Background: an optimization exercise with open tools, aiming at small area. Do not read the settings as production practice. Function was checked by simulation only, so behaviour that the tests miss may differ from the original. Power figures rest on the tool's default switching activity, not on a simulated workload.

Design multi_pattern_blinker, start of the top module:
module multi_pattern_blinker
#(
  parameter  int CHANNELS = 4,
  parameter  int PAT_W    = 32,
  parameter  int PRESC_W  = 20,
  localparam int CH_W     = (CHANNELS > 1) ? $clog2(CHANNELS) : 1,
  localparam int LEN_W    = blinker_pkg::len_w(PAT_W)
) (
  input  logic                i_clk,
  input  logic                i_rst,
  input  logic                i_cfg_valid,
  output logic                o_cfg_ready,
  input  logic [CH_W-1:0]     i_cfg_ch,
  input  logic [PAT_W-1:0]    i_cfg_pattern,
  input  logic [LEN_W-1:0]    i_cfg_len,
  input  logic [PRESC_W-1:0]  i_cfg_prescale,
  input  logic                i_cfg_oneshot,
  input  logic [CHANNELS-1:0] i_en,
  output logic [CHANNELS-1:0] o_out,
  output logic [CHANNELS-1:0] o_done
);
==> module blink_channel, before the edit <==
module blink_channel
#(
  parameter int PAT_W   = 32,
  parameter int PRESC_W = 20
) (
  input  logic               clk_i,
  input  logic               rst_i,
  input  logic               en_i,
  input  logic               cfg_we_i,
  input  logic [PAT_W:0]     cfg_spat_i,
  input  logic               cfg_lnz_i,
  input  logic [PRESC_W-1:0] cfg_presc_i,
  input  logic               cfg_oneshot_i,
  output logic               out_o,
  output logic               done_o,
  output logic               pending_o
);
  logic               run_q;
  logic               armed_q;
  logic               done_q;
  logic               sh_v_q;
  logic               nx_lnz_q;
  logic               out_q;
  logic [PAT_W:0]     nx_pat_q;
  logic [PRESC_W-1:0] nx_presc_q;
  logic               nx_os_q;
  logic [PAT_W:1]     pat_q;
  logic [PRESC_W-1:0] presc_q;
  logic               os_q;
  logic [PRESC_W-1:0] cnt_q;
  logic [PAT_W:0]     nx_pat_d;
  logic [PRESC_W-1:0] nx_presc_d;
  logic               nx_os_d;
  logic               nx_lnz_d;
  logic [PRESC_W-1:0] cnt_inc;
  logic               bit_last;
  logic               pat_last;
  logic               wrap;
  logic               load;
  logic               run_d;
  logic [PAT_W:0]     pat_d;
  assign nx_pat_d   = (cfg_spat_i    & {(PAT_W+1){cfg_we_i}}) | (nx_pat_q   & {(PAT_W+1){~cfg_we_i}});
  assign nx_presc_d = (cfg_presc_i   & {PRESC_W{cfg_we_i}})   | (nx_presc_q & {PRESC_W{~cfg_we_i}});
  assign nx_os_d    = (cfg_oneshot_i & cfg_we_i)              | (nx_os_q    & ~cfg_we_i);
  assign nx_lnz_d   = (cfg_lnz_i     & cfg_we_i)              | (nx_lnz_q   & ~cfg_we_i);
  assign cnt_inc  = cnt_q + PRESC_W'(1);
  assign bit_last = (cnt_inc == presc_q);
  assign pat_last = (pat_q[PAT_W:2] == '0);
  assign wrap  = run_q & (~en_i | (bit_last & pat_last));
  assign load  = ~run_q | wrap;
  assign run_d = run_q ? (~wrap | (en_i & ~os_q & nx_lnz_d))
                       : (en_i & armed_q & ~cfg_we_i & nx_lnz_d);
  assign pat_d = load ? nx_pat_d : (bit_last ? {1'b0, pat_q} : {pat_q, out_q});
  always_ff @(posedge clk_i or posedge rst_i) begin
    if (rst_i) begin
      run_q    <= 1'b0;
      armed_q  <= 1'b1;
      out_q    <= 1'b0;
      done_q   <= 1'b0;
      sh_v_q   <= 1'b0;
      nx_lnz_q <= 1'b0;
    end else begin
      run_q    <= run_d;
      out_q    <= run_d & pat_d[0];
      done_q   <= wrap & en_i & os_q;
      armed_q  <= ~en_i | (armed_q & ~(wrap & os_q));
      sh_v_q   <= run_q & ~wrap & (sh_v_q | cfg_we_i);
      nx_lnz_q <= nx_lnz_d;
    end
  end
  always_ff @(posedge clk_i) begin
    nx_pat_q   <= nx_pat_d;
    nx_presc_q <= nx_presc_d;
    nx_os_q    <= nx_os_d;
    pat_q      <= pat_d[PAT_W:1];
    if (load) begin
      presc_q <= nx_presc_d;
      os_q    <= nx_os_d;
    end
    cnt_q <= (~run_q | ~en_i | bit_last) ? '0 : cnt_inc;
  end
  assign out_o     = out_q;
  assign done_o    = done_q;
  assign pending_o = sh_v_q;
endmodule
clock: 10.0 ns
lec_check: 0
cap_margin: 0
core_margin: 2
core_utilization: 60
cts_buf_list: sky130_fd_sc_hd__clkbuf_16
cts_cluster_diameter: 150
cts_cluster_size: 30
slew_margin: 0
standard.sh (not shown) runs the stock make flow with config.mk's settings and CLKGATE_MAP_FILE= SYNTH_SCRIPT=/design/flow/synth_recipe.tcl, a recipe that flattens the netlist after the stock synthesis.
==> flow/flow/run.sh <==
#!/bin/bash
# Own flow: the standard layout (standard.sh) with these changes:
#  - Yosys's abc maps the combinational logic with an area-oriented script
#    (flow/abc_amap.script) instead of ORFS's default one;
#  - ORFS's adder extraction/mapping step is skipped (ADDER_MAP_FILE empty), so abc sees
#    the counters as plain logic;
#  - the port buffers are buf_1 cells.
# Registers, their names and cell types are untouched: dfflibmap and every other synthesis
# step are the standard ones (synth_recipe.tcl is sourced unchanged).
# Logs: flow_make.log (make's output) and ORFS's per-step logs under orfs/logs/.
set -euo pipefail
W=$(pwd)

cat > "$W/flow_synth.tcl" <<EOT
proc abc {args} {
  set i [lsearch -exact \$args -script]
  if { \$i >= 0 } { lset args [expr { \$i + 1 }] $W/flow/abc_amap.script }
  yosys abc {*}\$args
}
source $W/synth_recipe.tcl
EOT

sed "s#SYNTH_SCRIPT=[^ ]*#SYNTH_SCRIPT=$W/flow_synth.tcl#" standard.sh > "$W/flow_standard.sh"
grep -q "SYNTH_SCRIPT=$W/flow_synth.tcl" "$W/flow_standard.sh"

bash "$W/flow_standard.sh" BUFFER_PORTS_ARGS="-buffer_cell sky130_fd_sc_hd__buf_1" ADDER_MAP_FILE= finish \
  > "$W/flow_make.log" 2>&1
==> flow/flow/abc_amap.script <==
strash
dc2
strash
dch -f
amap
strash
dch -f
amap
topo
stime -c
The first run finished with timing, DRC and antenna clean.
Change:
--- a/flow/design.v
+++ b/flow/design.v
@@ -21,4 +21,6 @@
   output logic               pending_o
 );
+  localparam logic [PAT_W:0] NX_INV  = {((PAT_W+2)/2){2'b01}} & {(PAT_W+1){1'b1}};
+  localparam logic [PAT_W:0] PAT_INV = {((PAT_W+2)/2){2'b10}} & {(PAT_W+1){1'b1}};
   logic               run_q;
   logic               armed_q;
@@ -34,4 +36,6 @@
   logic               os_q;
   logic [PRESC_W-1:0] cnt_q;
+  logic [PAT_W:0]     nx_pat;
+  logic [PAT_W:1]     pat;
   logic [PAT_W:0]     nx_pat_d;
   logic [PRESC_W-1:0] nx_presc_d;
@@ -45,5 +49,7 @@
   logic               run_d;
   logic [PAT_W:0]     pat_d;
-  assign nx_pat_d   = (cfg_spat_i    & {(PAT_W+1){cfg_we_i}}) | (nx_pat_q   & {(PAT_W+1){~cfg_we_i}});
+  assign nx_pat     = nx_pat_q ^ NX_INV;
+  assign pat        = pat_q ^ PAT_INV[PAT_W:1];
+  assign nx_pat_d   = (cfg_spat_i    & {(PAT_W+1){cfg_we_i}}) | (nx_pat     & {(PAT_W+1){~cfg_we_i}});
   assign nx_presc_d = (cfg_presc_i   & {PRESC_W{cfg_we_i}})   | (nx_presc_q & {PRESC_W{~cfg_we_i}});
   assign nx_os_d    = (cfg_oneshot_i & cfg_we_i)              | (nx_os_q    & ~cfg_we_i);
@@ -51,10 +57,10 @@
   assign cnt_inc  = cnt_q + PRESC_W'(1);
   assign bit_last = (cnt_inc == presc_q);
-  assign pat_last = (pat_q[PAT_W:2] == '0);
+  assign pat_last = (pat[PAT_W:2] == '0);
   assign wrap  = run_q & (~en_i | (bit_last & pat_last));
   assign load  = ~run_q | wrap;
   assign run_d = run_q ? (~wrap | (en_i & ~os_q & nx_lnz_d))
                        : (en_i & armed_q & ~cfg_we_i & nx_lnz_d);
-  assign pat_d = load ? nx_pat_d : (bit_last ? {1'b0, pat_q} : {pat_q, out_q});
+  assign pat_d = load ? nx_pat_d : {1'b0, pat};
   always_ff @(posedge clk_i or posedge rst_i) begin
     if (rst_i) begin
@@ -67,5 +73,5 @@
     end else begin
       run_q    <= run_d;
-      out_q    <= run_d & pat_d[0];
+      out_q    <= run_d & ((load | bit_last) ? pat_d[0] : out_q);
       done_q   <= wrap & en_i & os_q;
       armed_q  <= ~en_i | (armed_q & ~(wrap & os_q));
@@ -75,8 +81,10 @@
   end
   always_ff @(posedge clk_i) begin
-    nx_pat_q   <= nx_pat_d;
+    nx_pat_q   <= nx_pat_d ^ NX_INV;
     nx_presc_q <= nx_presc_d;
     nx_os_q    <= nx_os_d;
-    pat_q      <= pat_d[PAT_W:1];
+    if (load | bit_last) begin
+      pat_q <= pat_d[PAT_W:1] ^ PAT_INV[PAT_W:1];
+    end
     if (load) begin
       presc_q <= nx_presc_d;
Outcome: Clock power stays flat. Final cell count is lower by roughly a tenth. Worst setup slack improved by 1500 ps. First-iteration DRC count rises by about a fifth. Hold slack hardly moves. Wire length is lower slightly. Count of clock-buffer cells in the layout does not change. Synthesized cell count is lower by roughly a tenth.

[re-timing with driven ports]
The results above use ideal ports. As a check the final layouts listed here were re-extracted and re-timed, cells and wires unchanged.
Step 1, drivers: a clkbuf_16 drives i_clk and a buf_2 each remaining input, both assumed.
Step 2 times the ports against the registers' clock, not the clock port: input delays grow and output delays shrink by t, the midpoint of the rising clock arrivals with the driver on.
a / b / c = ideal ports / drivers / drivers and shift; a / b = the first two.
| run | t, ns | slack for setup (ns) | worst setup path after step 2 | clock arrival spread, ns | cell pins on the clock port's net |
|---|---|---|---|---|---|
| the first run | 0.594 | 2.114 / 2.114 / 2.114 | register to register | 0.016 / 0.016 | 1 |
| the second run | 0.601 | 3.641 / 3.641 / 3.641 | register to register | 0.016 / 0.016 | 1 |
After both steps setup and hold are still met in every run listed.
